What follows belongs to an exercise in optimizing a design on an open flow for small area and a short achievable clock period; a production flow would make more cautious choices.
Power figures rest on the tool's default switching activity, not on a simulated workload.

Design BackEnd, start of the top module:
module BackEnd (
    input  wire logic         Clock,
    input  wire logic         rst,
    input  wire logic [144:0] Issue,
    input  wire logic         IssueValid,
    output wire logic [37:0]  WriteBack
);
    localparam int Words = BackEndPkg::DataMemWords;
    BackEndPkg::IssueBundle iss;
    assign iss = Issue;
    logic [31:0] opA, opB;
    assign opA = iss.OperandA;
    assign opB = iss.OperandB;
    logic        subtract;
    logic [31:0] addB;
    logic [31:0] sum;
    logic        carryIn;
    assign subtract = iss.Op == BackEndPkg::AluSub;
    assign addB     = opB ^ {32{subtract}};
    assign {sum, carryIn} = {opA, 1'b1} + {addB, subtract};
    logic signedCompare;
    logic lessThan;
    assign signedCompare = iss.Op == BackEndPkg::AluSlt;
    assign lessThan = {opA[31] ^ signedCompare, opA[30:0]} < {opB[31] ^ signedCompare, opB[30:0]};
    logic [4:0]  shamt;
    logic [31:0] shl, shr;
    logic [31:0] logicValue;
    assign shamt = opB[4:0];
    assign shl   = opA << shamt;
    assign shr   = 32'($signed({iss.Op[1] & opA[31], opA}) >>> shamt);
    always_comb begin
        case (iss.Op)
            BackEndPkg::AluOr:   logicValue = opA | opB;
  ...
Settings: LEC_CHECK=0, ABC_AREA=1, CAP_MARGIN=20, CORE_MARGIN=2, CORE_UTILIZATION=40, CTS_CLUSTER_DIAMETER=70, CTS_CLUSTER_SIZE=25, PLACE_DENSITY=0.6, SETUP_SLACK_MARGIN=2.5, SLEW_MARGIN=20, SYNTH_MEMORY_MAX_BITS=16384; clock period 5.0 ns.
standard.sh (not shown) runs the stock make flow with config.mk's settings and CLKGATE_MAP_FILE= SYNTH_SCRIPT=/design/flow/synth_recipe.tcl, a recipe that flattens the netlist after the stock synthesis.
==> flow/flow/run.sh <==
#!/bin/bash
# Own layout flow: the standard synthesis unchanged, then the standard
# ORFS steps with a few resizer and clock-tree settings changed:
#  - the resizer may swap a cell for any cell of the same function, not only
#    one with the same footprint (so port buffers and delay cells can become
#    plain buffers of the right size);
#  - ports are buffered with buf_4 instead of the default choice;
#  - clock-tree sink clusters of up to 25 sinks within 70 um, no dummy loads.
# Each step's full output goes to a log file in this folder.
set -euo pipefail
bash standard.sh synth > synth.log 2>&1
bash standard.sh \
  MATCH_CELL_FOOTPRINT=0 \
  "BUFFER_PORTS_ARGS=-buffer_cell sky130_fd_sc_hd__buf_4" \
  "CTS_ARGS=-sink_clustering_enable -repair_clock_nets -sink_clustering_size 25 -sink_clustering_max_diameter 70 -dont_use_dummy_load" \
  finish > layout.log 2>&1
Change:
--- a/flow/design.v
+++ b/flow/design.v
@@ -77,23 +77,20 @@
     output wire logic [37:0]  WriteBack
 );
     localparam int Words = BackEndPkg::DataMemWords;
     BackEndPkg::IssueBundle iss;
     assign iss = Issue;
     logic [31:0] opA, opB;
     assign opA = iss.OperandA;
     assign opB = iss.OperandB;
-    logic        subtract;
-    logic [31:0] addB;
-    logic [31:0] sum;
-    logic        carryIn;
-    assign subtract = iss.Op == BackEndPkg::AluSub;
-    assign addB     = opB ^ {32{subtract}};
-    assign {sum, carryIn} = {opA, 1'b1} + {addB, subtract};
+    logic [31:0] sumAdd, sumSub, sum;
+    assign sumAdd = opA + opB;
+    assign sumSub = opA - opB;
+    assign sum    = iss.Op == BackEndPkg::AluSub ? sumSub : sumAdd;
     logic signedCompare;
     logic lessThan;
     assign signedCompare = iss.Op == BackEndPkg::AluSlt;
     assign lessThan = {opA[31] ^ signedCompare, opA[30:0]} < {opB[31] ^ signedCompare, opB[30:0]};
     logic [4:0]  shamt;
     logic [31:0] shl, shr;
     logic [31:0] logicValue;
     assign shamt = opB[4:0];
@@ -195,64 +192,63 @@
     endfunction
     logic [15:0] laneDec, laneDecLess0, laneDecLess1, laneDecAddr;
     assign laneDecLess0 = decodeLane(2'd0, isLoad, isByte, isHalf, iss.SignedLoad);
     assign laneDecLess1 = decodeLane(2'd1, isLoad, isByte, isHalf, iss.SignedLoad);
     assign laneDecAddr  = decodeLane(lane, isLoad, isByte, isHalf, iss.SignedLoad);
     assign laneDec      = !useLess ? laneDecAddr : lessThan ? laneDecLess1 : laneDecLess0;
     logic [31:0]      mSum, mOther;
     logic             mLess;
-    logic [Words-1:0] mWordSelLo, mWordSelHi;
+    logic [Words-1:0] mWordSel;
     logic [3:0]       mLaneWrite;
     logic             mEnable;
     logic [4:0]       mDest;
     logic             mSelSum, mSelOther, mSelLess;
     logic             mSelHiLane;
     logic [3:0]       mSel0Lane;
     logic             mSel1Lane1, mSel1Lane3;
     logic [3:0]       mSignLane;
     logic             mFill1, mFillHi;
     always_ff @(posedge Clock) begin
         mLaneWrite  <= (accept & isStore) ? laneDec[15:12] : 4'b0000;
         mEnable     <= accept & iss.RegWrite & (iss.RegDest != 5'd0);
         mSum        <= sum;
         mOther      <= otherValue;
         mLess       <= lessThan;
-        mWordSelLo  <= wordSel & {Words{isLoad}};
-        mWordSelHi  <= wordSel & {Words{isLoad | isStore}};
+        mWordSel    <= wordSel;
         mDest       <= iss.RegDest;
         mSelSum     <= selSum;
         mSelOther   <= selOther;
         mSelLess    <= selLess;
         mSelHiLane  <= selHiLane;
         {mSel0Lane, mSel1Lane1, mSel1Lane3, mSignLane, mFill1, mFillHi} <= laneDec[11:0];
     end
     logic [Words*32-1:0] memBits;
     always_ff @(posedge Clock) begin
         for (int w = 0; w < Words; w++) begin
             for (int l = 0; l < 4; l++) begin
-                if (mWordSelHi[w] & mLaneWrite[l])
+                if (mWordSel[w] & mLaneWrite[l])
                     memBits[w*32 + l*8 +: 8] <= mOther[l*8 +: 8];
             end
         end
     end
     logic [31:0] readWord;
     always_comb begin
         readWord = 32'd0;
         for (int w = 0; w < Words; w++)
-            readWord = readWord | ({{16{mWordSelHi[w]}}, {16{mWordSelLo[w]}}} & memBits[w*32 +: 32]);
+            readWord = readWord | ({32{mWordSel[w]}} & memBits[w*32 +: 32]);
     end
     logic [Words-1:0] wordSign;
     logic             sign;
     always_comb begin
         for (int w = 0; w < Words; w++)
             wordSign[w] = |(mSignLane & {memBits[w*32 + 31], memBits[w*32 + 23],
                                          memBits[w*32 + 15], memBits[w*32 + 7]});
     end
-    assign sign = |(mWordSelLo & wordSign);
+    assign sign = |(mWordSel & wordSign);
     logic [7:0]  r0, r1, r2, r3;
     logic [31:0] base, wbData;
     assign {r3, r2, r1, r0} = readWord;
     assign base = ({32{mSelSum}} & mSum) | ({32{mSelOther}} & mOther)
                 | {31'd0, mSelLess & mLess};
     always_comb begin
         wbData[7:0]   = base[7:0]
                       | ({8{mSel0Lane[0]}} & r0) | ({8{mSel0Lane[1]}} & r1)
Effect:
- The new run completed without violations
- via count went up by about 0.9%
- core utilization is higher by 0.28 points
- total power went up by 0.94%
- sequential cell count came out lower by 64
- hold slack gains 0.022 ns
- worst setup slack degrades by 0.53 ns
- cell area goes down by 0.72%
- non-clock buffer count rises by 63
- wire length goes up by 6.7%
- area after synthesis shrinks by about 1.4%
- clock skew climbs by 0.085 ns
No functional check of the RTL was part of any run of this note.

==> re-timing with driven ports <==
In the flow no input, the clock included, has a driving cell. The finished layouts below were timed again as built, in two steps.
Step 1: set_driving_cell puts a clkbuf_16 on Clock and a buf_2 on each other input, an assumption about the parent block.
Step 2, shift: input delay + t, output delay - t, t = (earliest + latest rising clock arrival at the registers) / 2. This alone moves slack from input paths to output paths.
Three values: no drivers, after step 1, after step 2; two values: the first two.
run	t (ns)	setup slack, ns	worst slew at a driven data input, ns
the first run	0.922	2.131 / 2.131 / 1.369	0.23
the second run	0.885	1.602 / 1.641 / 0.757	0.09
After both steps setup and hold are still met in every run listed. For the second run, which loses most, drivers alone change the setup slack by +0.039 ns; drivers and shift together by -0.845 ns.
